Background: an optimization exercise with open tools, aiming at small area, a short achievable clock period and few clock cycles per item. Do not read the settings as production practice.
In this exercise RTL edits were held to simulation tests only and were not proved equivalent to the original.
Power is estimated from default activity; no workload was simulated.

==> flow/design.v (outline; a module is shown in full before it is edited, if it fits) <==
// module pid_filtered_derivative_deadband_top: 4885 lines
// module pfdd_fa: 11 lines
// module pfdd_ha: 10 lines
// module pfdd_hai: 10 lines
module pid_filtered_derivative_deadband_top
(
    input  logic                     i_clk,
    input  logic                     i_rst_n,
    input  logic                     i_cfg_we,
    input  logic [CFG_ADDR_W-1:0]    i_cfg_addr,
    input  logic [CFG_DATA_W-1:0]    i_cfg_wdata,
    input  logic                     s_axis_tvalid,
    output logic                     s_axis_tready,
    input  logic [2*DATA_WIDTH-1:0]  s_axis_tdata,    
    input  logic                     s_axis_tuser,    
    output logic                     m_axis_tvalid,
    input  logic                     m_axis_tready,
    output logic [DATA_WIDTH-1:0]    m_axis_tdata,    
    output logic                     m_axis_tuser     
);
  // ...
==> flow/run.sh <==
#!/bin/bash
# synth_recipe.tcl (not shown) runs the flow's synth.tcl, then flattens the netlist and writes it again
# the make line also repeats each setting of config.mk as NAME=value (left out here)
make -C /OpenROAD-flow-scripts/flow DESIGN_CONFIG=/design/flow/config.mk WORK_HOME=/design/flow/orfs CLKGATE_MAP_FILE= SYNTH_SCRIPT=/design/flow/synth_recipe.tcl finish
==> flow/config.mk <==
export PLATFORM = sky130hd
export DESIGN_NAME = pid_filtered_derivative_deadband_top
export DESIGN_NICKNAME = pid_filtered_derivative_deadband_top
export VERILOG_FILES = /design/flow/design.v
export SDC_FILE = /design/flow/constraint.sdc
export NUM_CORES = 4
export LEC_CHECK = 0
export CAP_MARGIN = 20
export CORE_MARGIN = 2
export CORE_UTILIZATION = 55
export PLACE_DENSITY = 0.68
export SETUP_SLACK_MARGIN = 3.5
export SLEW_MARGIN = 20
export SYNTH_HIERARCHICAL = 1
==> flow/constraint.sdc <==
create_clock -name core_clock -period 10.0 [get_ports {i_clk}]
set_input_delay 2.0000 -clock core_clock [delete_from_list [all_inputs] [get_ports {i_clk}]]
set_output_delay 2.0000 -clock core_clock [all_outputs]
set_load 0.01 [all_outputs]
==> impl_results.md, run 1 <==
- Status: no timing/DRC/antenna violations
- Fin worst setup slack: 2944 ps
- Worst VDD drop: 571.8 uV
- Seq. cell area: 11650 um2
- Most Crowded Layer GR: met2
- Tapcells: 1612
- Top pwr grp: combinational cells
- Buffers, non-clock: 405
- Placed cell areas: 68430 um2
- Num rows: 127
- Setup violations, final: 0
- Hold path start: r_clr_a$_DFFE_PP_
- PnR Total Power: 22.27 mW
- Total global routing overflow: 0
- Clk cell area share: 2.455%
- Fin crit share: 70.56%
- Die X: 352.0 um
- Total CTS buffers: 53
- Clkbuf count: 65
- Initial antenna violation count: 12
- Reg-to-reg slack, setup: 3610 ps
- Max FFs per register: 35
- Max-slew violation count: 0
- Top Metal Used: met5
- Max-cap violations: 0
- 1st-pass router iterations: 7
- Vias in the first global route: 54790
- DR WL/cell: 23.52 um
- Largest delay share family, worst path: simple AND/OR/NAND/NOR gates
- Crit path launch: r_out_lim[2]$_SDFFE_PN1P_
- DR vias: 55388
Testbench counts, summed over its fixed seeds: cycles 1,640, items 1,600.
==> run 2: changes to the inputs <==
--- a/flow/design.v
+++ b/flow/design.v
@@ -43,20 +43,20 @@
     logic [GAIN_W/2:0]          r_bd_one, r_bd_two, r_bd_neg;
     logic [GAIN_W/2:0]          cfg_one, cfg_two, cfg_neg;
     logic [GAIN_W/2:0]          r_bc_one, r_bc_two, r_bc_neg;
     logic                       r_coef0;
     logic [1:0]                 r_kd_hi;             
     logic [GAIN_W:0]            coefc_w;
     logic [GAIN_W+1:0]          coefc_x;
     logic [LIM_W-1:0]           r_out_lim, r_int_lim, r_deadband;
-    logic                       adv, adv_in, hold, stall_c;
+    logic                       adv, adv_in, hold;
     logic                       r_va, r_vb, r_vl, r_vc, r_vo;
     logic                       r_clr_a, r_clr_b, r_clr_l, r_clr_c;
-    logic                       r_db_l, r_db_c, r_big_b, r_big_l, r_big_c, r_fz;
+    logic                       r_db_l, r_db_c, r_big_b, r_fz;
     logic signed [ERR_W-1:0]    err_in, r_err, r_err_b, r_err_l;
     logic signed [DIFF_W-1:0]   r_diff;
     logic signed [RAW_W-1:0]    r_raw_b, r_rl, raw_a, raw_eff;
     logic signed [IE_W-1:0]     r_ie_b;
     logic signed [INTEG_W-1:0]  r_integ;
     logic signed [DLT_W-1:0]    r_dl, dl_next, dl_slow;
     logic signed [SUM_W-1:0]    r_psum_c;
     logic signed [SUM_W-1:0]    r_sum_o;
@@ -4668,18 +4668,17 @@
     assign ts_vc[30] = ts_c861;
     assign ts_vs[31] = ts_s863;
     assign ts_vc[31] = ts_c862;
     assign ts_vs[32] = ts_s864;
     assign ts_vc[32] = ts_c863;
     assign ts_vs[33] = ts_s865;
     assign ts_vc[33] = ts_c864;
     assign m_axis_tvalid = r_vo;
-    assign stall_c       = r_vc && r_big_c;
-    assign adv           = (!r_vo || m_axis_tready) && !stall_c;
+    assign adv           = !r_vo || m_axis_tready;
     assign hold          = r_vb && r_big_b;
     assign adv_in        = adv && !hold;
     assign s_axis_tready = adv_in;
     assign coefc_w = 17'h10000 - {1'b0, i_cfg_wdata};
     assign coefc_x = (i_cfg_addr == CFG_FILTER) ? {2'b00, coefc_w[GAIN_W-1:0], 1'b0}
                                                 : {2'b00, i_cfg_wdata, 1'b0};
     always_comb begin
         for (int i = 0; i <= GAIN_W/2; i++) begin
@@ -4809,17 +4808,16 @@
         end else if (adv) begin
             r_vl <= r_vb;
         end
     end
     always_ff @(posedge i_clk) begin
         if (adv) begin
             r_err_l <= r_err_b;
             r_clr_l <= r_clr_b;
-            r_big_l <= r_vb && r_big_b;
             r_db_l  <= (aerr_b < {{(ERR_W-LIM_W){1'b0}}, r_deadband});
         end
     end
     logic signed [DLT_W-1:0]  fu;
     logic                     f_ovf, upd_l;
     logic signed [FILT_W-1:0] fclip;
     logic [DLT_W+15:0]        tf_sum;
     always_comb begin
@@ -4843,17 +4841,17 @@
     always_ff @(posedge i_clk) begin
         if (!i_rst_n) begin
             r_fz <= 1'b1;
         end else if (adv) begin
             r_fz <= 1'b0;
         end
     end
     always_ff @(posedge i_clk) begin
-        if (adv || stall_c) begin
+        if (adv) begin
             r_rl <= raw_eff;
             r_dl <= upd_l ? dl_next : dl_slow;
         end
     end
     always_ff @(posedge i_clk) begin
         if (!i_rst_n) begin
             r_vc <= 1'b0;
         end else if (adv) begin
@@ -4862,26 +4860,25 @@
     end
     always_ff @(posedge i_clk) begin
         if (adv) begin
             r_psum_c <= ~(tp_vs + tp_vc);
             r_db_c   <= r_db_l;
             r_clr_c  <= r_clr_l;
         end
     end
-    always_ff @(posedge i_clk) begin
-        if (adv) begin
-            r_big_c <= r_big_l;
-        end else if (stall_c) begin
-            r_big_c <= 1'b0;
-        end
-    end
     logic signed [SUM_W-1:0]           sum;
     always_comb begin
-        sum = ~(ts_vs + ts_vc);
+        if (!f_ovf) begin
+            sum = ~(ts_vs + ts_vc);
+        end else if (fu[DLT_W-1]) begin
+            sum = r_psum_c - SUM_W'(35'sh080000000);
+        end else begin
+            sum = r_psum_c + SUM_W'(35'sh07FFFFFFF);
+        end
     end
     always_ff @(posedge i_clk) begin
         if (!i_rst_n) begin
             r_vo <= 1'b0;
         end else if (adv) begin
             r_vo <= r_vc;
         end else if (m_axis_tready) begin
             r_vo <= 1'b0;
--- a/flow/config.mk
+++ b/flow/config.mk
@@ -4,11 +4,11 @@
 export VERILOG_FILES = /design/flow/design.v
 export SDC_FILE = /design/flow/constraint.sdc
 export NUM_CORES = 4
 export LEC_CHECK = 0
 export CAP_MARGIN = 20
 export CORE_MARGIN = 2
 export CORE_UTILIZATION = 55
 export PLACE_DENSITY = 0.68
-export SETUP_SLACK_MARGIN = 3.5
+export SETUP_SLACK_MARGIN = 3.8
 export SLEW_MARGIN = 20
 export SYNTH_HIERARCHICAL = 1
==> run 2 against run 1 <==
  * Cell area grew 1.6%
  * Global-route usage grew 0.94 points
  * Critical path depth grew 2
  * Flip-flop and latch count shrank 2
  * Sequential power is essentially flat
  * Non-clock buffer count shrank 11
  * Maximum frequency grew 6.4%
  * Count of clock-buffer cells in the layout grew 4
  * Die area grew 0.75%
  * Wire length grew 3.3%
  * Core utilization grew 0.25 points
  * Critical path type is now register to register
  * Highest routed layer unchanged
==> impl_results.md, run 2 <==
- Slowest cell on the critical path: fa_1
- Post-Layout Cell Count: 8974
- Post-route DRC: 0
- Sink Count: 446
- Detail Route Antenna Nets: 0
- Critical path's largest stage delay: 580 ps
- Largest delay share family, worst path: adder cells
- Max-cap violations: 0 (unchanged)
- Max FFs per register: 35 (unchanged)
- Setup CP Type: register to register
- Cell mode on critical path: fa_1
- I/O pin total: 76
- Min cycle time layout: 6634 ps
- Crit path max fanout: 5
- Vias per std cell: 6.314
- Pint: 12.17 mW
- Largest net degree at the start of global routing: 70
- Detailed Place HPWL: 154.8 mm
- Core area: 121400 um2
- Area added between synthesis and finish: 10.83%
- FMAX: 150.7 MHz
- Post-Place Setup Slack: 2613 ps
- Layout cell share with drive strength beyond 1: 10.03%
- Setup crit end kind: register
- PnR Total Power: 24.19 mW (+8.6%)
- Die area: 124800 um2
- Critical Path AT: 7050 ps
- Wire length of the first global-routing pass: 329.3 mm
- Seq pwr share: 12.8%
- Worst setup SP type: register
- Fin Setup TNS: 0 ps
- H-tree Lvls: 2
- DR WL/cell: 23.96 um (+1.9%)
- Count of input and output buffers: 75
- Fin worst setup slack: 3366 ps (+422.5 ps)
- Worst path bufs/invs: 5
- Setup violations, final: 0 (unchanged)
- Final wirelength: 215.0 mm
- Most common cell after layout, fill and taps aside: xnor2_1
- Cell area after synthesis: 67100 um2
- Crit path cell chain: buf_12 -> buf_6 -> a22oi_2 -> xnor2_2 -> fa_1 -> fa_1 -> fa_1 -> fa_1 -> fa_1 -> ha_4 -> and4_4 -> o2111a_1 -> nand4_1 -> a211oi_2 -> nor2_2 -> a31oi_4 -> buf_6 -> buf_6 -> buf_6 -> or2_4 -> a21oi_4 -> o41ai_4 -> xor2_1 -> a21oi_1
- DR vias: 56665 (+2.3%)
- CTS max path bufs: 3
- Status: no timing/DRC/antenna violations
- Clock power share: 9.0%
- Num rows: 128 (+0.79%)
- Die X: 353.3 um (+0.38%)
- Syn Area/Cell: 9.173 um2
- Worst VDD drop: 418.0 uV (-27%)
- Largest Register: r_dl
- Lkg Pwr: 28.30 nW
- Met3 wire len: 22.91 mm
- Switching power total: 12.02 mW
- CTS tree: built
- RSZ-0062 raised after global routing: true
- Clock-pin transition on the worst setup and hold timing paths: 60 ps
- Initial antenna violation count: 4 (-8)
- Max-slew violation count: 0 (unchanged)
- Comb power frac: 78.2%
- Most frequent cells in the layout: 924 x xnor2_1, 804 x inv_1, 756 x fa_1
- Worst Path Required: 10420 ps
- Worst skew pair latency: 720 ps
- Hold_ws: 388.7 ps
- Top Metal Used: met5
- Total global routing overflow: 0 (unchanged)
- Global-route usage over all layers: 33.71%
- Total CTS buffers: 56 (+5.7%)
- Placed Cells: 8664
- Starting DRT DRC Count: 5988
- Final hold viol count: 0
- P per Cell Area: 325.2 nW/um2
- Cells after synthesis: 7315
- Nets: 8681
- Fin crit share: 66.34% (-4.2 points)
- Met2 wire length: 96.52 mm
- Vias in the first global route: 56134 (+2.5%)
- Relative slew margins: 19.36%
- 1st-pass router iterations: 8 (+1)
- Routability cong.: 0.9346
- Metal1 wirelength: 86.05 mm
- Die Height: 353.3 um
- Synth warn: 13
- Worst-margin pin slew: 1210 ps
- Switching Fraction: 49.69%
- Worst min-delay path class: register to register
- Skew final: 55.79 ps
- Root Buffer: clkbuf_16
- Initial Utilization: 55.27%
run 2: through the flow:
step                utilization [%]  instance area, um2
floorplan                         -               67520
global placement              56.95               69130
detailed placement            56.96               69150
CTS                           60.31               73220
global route                  61.26               74360
finish                        61.26               74370
run 2: power groups by stage:
stage | logic, mW | clock network (mW) | registers, mW
final | 18.9 | 2.18 | 3.10
after global placement | 15.4 | 0 | 3.28
after global routing | 20.6 | 2.27 | 3.12
after CTS | 17.2 | 2.20 | 3.08
after floorplan | 12.1 | 0 | 2.83
after detailed placement | 15.6 | 0 | 3.29
run 2: path summary, 6_finish.rpt:
| kind | startpoint | end | slack [ps] | depth (start not counted) |
|---|---|---|---|---|
| min | r_clr_a$_DFFE_PP_ | r_clr_b$_DFFE_PP_ | 390 | 0 |
| max reg2reg | r_dl[14]$_DFFE_PN_ | r_dl[22]$_DFFE_PN_ | 3370 | 24 |
| min reg2reg | r_clr_a$_DFFE_PP_ | r_clr_b$_DFFE_PP_ | 390 | 0 |
| max | r_dl[14]$_DFFE_PN_ | r_dl[22]$_DFFE_PN_ | 3370 | 24 |
run 2: cell type report:
class                   count  area (um2)
well taps                1625        2033
flip-flops and latches    446       11620
multi-input cells        5560       51840
diodes                      2       5.005
clock buffers              69        1501
inverters                 842        3224
fillers                 10336       47030
clock inverters            36       439.2
repair buffers            394        3699
run 2: timing repair:
action,4_1_cts,5_1_grt
hold buffers,0,0
buffers inserted,153,47
cloned,2,1
setup endpoints to repair,84,82
resized for setup,275,183
pin swaps,64,110
run 2: worst register-to-register path, stage by stage, from the launching register on:
cell and delay [ps]:
edfxtp_1 420, buf_12 170, buf_6 120, a22oi_2 200, xnor2_2 110, fa_1 560, fa_1 440, fa_1 580
fa_1 450, fa_1 510, ha_4 300, and4_4 210, o2111a_1 220, nand4_1 130, a211oi_2 220, nor2_2 110
a31oi_4 460, buf_6 170, buf_6 80, buf_6 110, or2_4 140, a21oi_4 70, o41ai_4 320, xor2_1 170
a21oi_1 80
run 2: per-layer routing:
metal | vias to the layer above | GRT usage (%)
met5 | - | 0
met4 | 8 | 13.61
met3 | 575 | 7.695
met2 | 3114 | 52.72
met1 | 27824 | 45.25
li1 | 25144 | -
Testbench counts of run 2, summed over its fixed seeds: cycles 1,640, items 1,600.
==> run 3: changes to the inputs <==
--- a/flow/config.mk
+++ b/flow/config.mk
@@ -10,5 +10,5 @@
 export CORE_UTILIZATION = 55
 export PLACE_DENSITY = 0.68
-export SETUP_SLACK_MARGIN = 3.8
+export SETUP_SLACK_MARGIN = 4.1
 export SLEW_MARGIN = 20
 export SYNTH_HIERARCHICAL = 1
==> run 3 against run 2 <==
  * Global-route usage is 0.16 points higher
  * Still clean
  * Sequential power hardly changed
  * Final cell count is 1.0% higher
  * Total power is 1.1% higher
  * Sequential share of layout area fell by 0.25 points
  * Critical path type unchanged
  * Clock power shrank 3%
  * Critical path depth down 2
  * Largest cell class unchanged
  * Count of clock-buffer cells in the layout increased by 3
==> impl_results.md, run 3 <==
- Status: no timing/DRC/antenna violations
- Die area: 124800 um2 (unchanged)
- Routability cong.: 0.9547 (+2.2%)
- PnR Total Power: 24.46 mW (+1.1%)
- Max-cap violations: 0 (unchanged)
- Worst VDD drop: 460.6 uV (+10%)
- Setup violations, final: 0 (unchanged)
- CTS max path bufs: 3 (unchanged)
- Largest Register: r_dl
- Final wirelength: 216.8 mm (+0.83%)
- Worst-margin pin slew: 1241 ps (+31.63 ps)
- Post-route DRC: 0 (unchanged)
- Syn Area/Cell: 9.173 um2 (unchanged)
- DR WL/cell: 23.91 um (-0.20%)
- I/O pin total: 76 (unchanged)
- Total CTS buffers: 54 (-3.6%)
- Cell area after synthesis: 67100 um2 (unchanged)
- Fin crit share: 64.51% (-1.8 points)
- Crit path max fanout: 6 (+1)
- Detailed Place HPWL: 155.2 mm (+0.23%)
- Max FFs per register: 35 (unchanged)
- Total global routing overflow: 0 (unchanged)
- Nets: 8776 (+1.1%)
- Cell mode on critical path: fa_1
- Critical Path AT: 6840 ps (-210 ps)
- Starting DRT DRC Count: 6265 (+4.6%)
- Relative slew margins: 17.25% (-2.1 points)
- Crit path cell chain: buf_12 -> a22oi_2 -> xnor2_2 -> fa_1 -> fa_1 -> fa_1 -> fa_1 -> fa_1 -> ha_4 -> a21o_1 -> a21o_1 -> a2111oi_4 -> o32ai_4 -> nor2_4 -> a31oi_4 -> buf_12 -> a221oi_4 -> o21bai_2 -> a41o_1 -> a221oi_2 -> xnor2_1 -> mux2i_1
- Worst skew pair latency: 690 ps (-30 ps)
- Die X: 353.3 um (unchanged)
- Synth warn: 13 (unchanged)
- P per Cell Area: 323.0 nW/um2 (-0.69%)
- Lkg Pwr: 28.85 nW (+1.9%)
- Largest net degree at the start of global routing: 79 (+13%)
- Vias per std cell: 6.287 (-0.44%)
- Root Buffer: clkbuf_16
- Final hold viol count: 0 (unchanged)
- Fin worst setup slack: 3549 ps (+182.5 ps)
- Most common cell after layout, fill and taps aside: xnor2_1
- Post-Place Setup Slack: 2731 ps (+118.2 ps)
- RSZ-0062 raised after global routing: true
- Sink Count: 446 (unchanged)
- 1st-pass router iterations: 6 (-2)
- Die Height: 353.3 um (unchanged)
- Vias in the first global route: 56066 (-0.12%)
- Setup CP Type: register to register
- Cells after synthesis: 7315 (unchanged)
- Slowest cell on the critical path: fa_1
- Skew final: 43.43 ps (-12.36 ps)
- Wire length of the first global-routing pass: 330.1 mm (+0.24%)
- Global-route usage over all layers: 33.87% (+0.16 points)
- Layout cell share with drive strength beyond 1: 12.27% (+2.2 points)
- Worst min-delay path class: register to register
- Fin Setup TNS: 0 ps (unchanged)
- FMAX: 155.0 MHz (+2.8%)
- H-tree Lvls: 2 (unchanged)
- FILL cells: 10245 (-0.88%)
- Count of input and output buffers: 75 (unchanged)
- Worst setup SP type: register
- Initial antenna violation count: 7 (+3)
- Most frequent cells in the layout: 920 x xnor2_1, 802 x inv_1, 746 x fa_1
- Area added between synthesis and finish: 12.85%
- DR vias: 57003 (+0.60%)
- Multi-input logic area: 52310 um2 (+0.91%)
- Setup crit end kind: register
- Min cycle time layout: 6451 ps (-182.5 ps)
- Clock-pin transition on the worst setup and hold timing paths: 70 ps (about the same)
- Max-slew violation count: 0 (unchanged)
- Num rows: 128 (unchanged)
- Seq. cell area: 11640 um2 (+0.17%)
- Detail Route Antenna Nets: 0 (unchanged)
- Worst Path Required: 10390 ps (-30 ps)
- CTS tree: built
- Core area: 121400 um2 (unchanged)
- Initial Utilization: 55.27% (unchanged)
- Critical path's largest stage delay: 570 ps (about the same)
==> run 3: changes by cell type in the layout (fill, tap and decap cells not counted), sizes merged <==
| cell | before | now |
|---|---|---|
| buf | 335 | 431 |
| clkinv | 17 | 19 |
| clkinvlp | 5 | 3 |
| bufbuf | 0 | 1 |
| inv | 851 | 845 |
| clkbuf | 71 | 74 |
| bufinv | 5 | 4 |
==> run 3: final cells by class <==
cell class / count / area share (%)
diodes: 2 / 0.006610
clock buffers: 72 / 2.042
clock inverters: 29 / 0.4296
inverters: 842 / 4.321
multi-input cells: 5560 / 69.09
flip-flops and latches: 446 / 15.38
well taps: 1625 / 2.685
repair buffers: 491 / 6.051
==> run 3: per-stage QoR <==
| stage | instance area, um2 | std cells | hold slack [ps] | util (%) |
|---|---|---|---|---|
| 6_report | 75720 | 9067 | 425.1 | 62.37 |
| 5_1_grt | 75720 | 9066 | 443.8 | 62.37 |
| 4_1_cts | 73960 | 8964 | 423.2 | 60.92 |
| 3_5_place_dp | 69240 | 8673 | 408.4 | 57.04 |
| 3_3_place_gp | 69220 | 8672 | 405.6 | 57.02 |
| 2_1_floorplan | 67590 | 7366 | 400.3 | - |
==> run 3: where the power goes <==
part	leakage, nW	internal (mW)	switching (mW)	total, mW
registers	4.48	2.63	0.467	3.10
logic	23.5	8.59	10.6	19.2
clock network	0.914	1.20	0.915	2.12
==> run 3: final timing paths <==
| check | startpoint | endpoint | slack (ps) | cells past startpoint |
|---|---|---|---|---|
| hold / removal | r_clr_a$_DFFE_PP_ | r_clr_b$_DFFE_PP_ | 430 | 0 |
| hold reg to reg | r_clr_a$_DFFE_PP_ | r_clr_b$_DFFE_PP_ | 430 | 0 |
| setup / recovery | r_dl[14]$_DFFE_PN_ | r_dl[28]$_DFFE_PN_ | 3550 | 22 |
| setup reg to reg | r_dl[14]$_DFFE_PN_ | r_dl[28]$_DFFE_PN_ | 3550 | 22 |
==> run 3: what timing repair did <==
item | in CTS | in global routing
buffers inserted | 187 | 100
gates cloned | 3 | 1
resized for setup | 405 | 211
hold buffers | 0 | 0
endpoints found under the setup margin | 98 | 89
pin swaps | 107 | 147
==> run 3: per-layer routing <==
layer	wire length, um	global-route usage (%)	vias up
met3	22570	7.297	613
li1	-	-	25332
met2	96280	52.45	3075
met4	11670	16.16	8
met1	86160	45.18	27975
met5	107	0.3774	-
==> run 3: worst max-delay path, delay by kind of cell, from the launching register on <==
family | cells | cell delay, ps
adder cells (fa/ha/maj) | 6 | 2710
AO/OA/AOI/OAI | 10 | 2160
flip-flops | 1 | 420
buffers and inverters | 2 | 330
XOR/XNOR | 2 | 260
AND/OR/NAND/NOR | 1 | 200
multiplexers | 1 | 90

==> static timing again, ports no longer ideal <==
In the flow no input, the clock included, has a driving cell. The finished layouts below were timed again as built, in two steps. Step 1 sets driving cells, clkbuf_16 on the clock port and buf_2 on the other inputs (assumed; they add their load-dependent delay and slew). Step 2 moves the port delays by t, midway between the first and last clock arrival at a register: inputs arrive t later, outputs are due t later. That takes back most of the time a late clock gives input paths. Slacks: ideal / step 1 / step 2; pairs: ideal / step 1.
| run | shift t [ns] | setup slack, ns | worst setup path at the end | worst data-port slew with drivers (ns) |
|---|---|---|---|---|
| run 1 | 0.728 | 2.944 / 2.877 / 3.344 | input to register | 0.16 |
| run 2 | 0.762 | 3.366 / 3.366 / 3.366 | register to register | 0.19 |
| run 3 | 0.740 | 3.549 / 3.549 / 3.414 | input to register | 0.17 |
After both steps setup and hold are still met in every run listed. For run 3, which loses most, drivers alone change the setup slack by 0.000 ns; drivers and shift together by -0.135 ns.
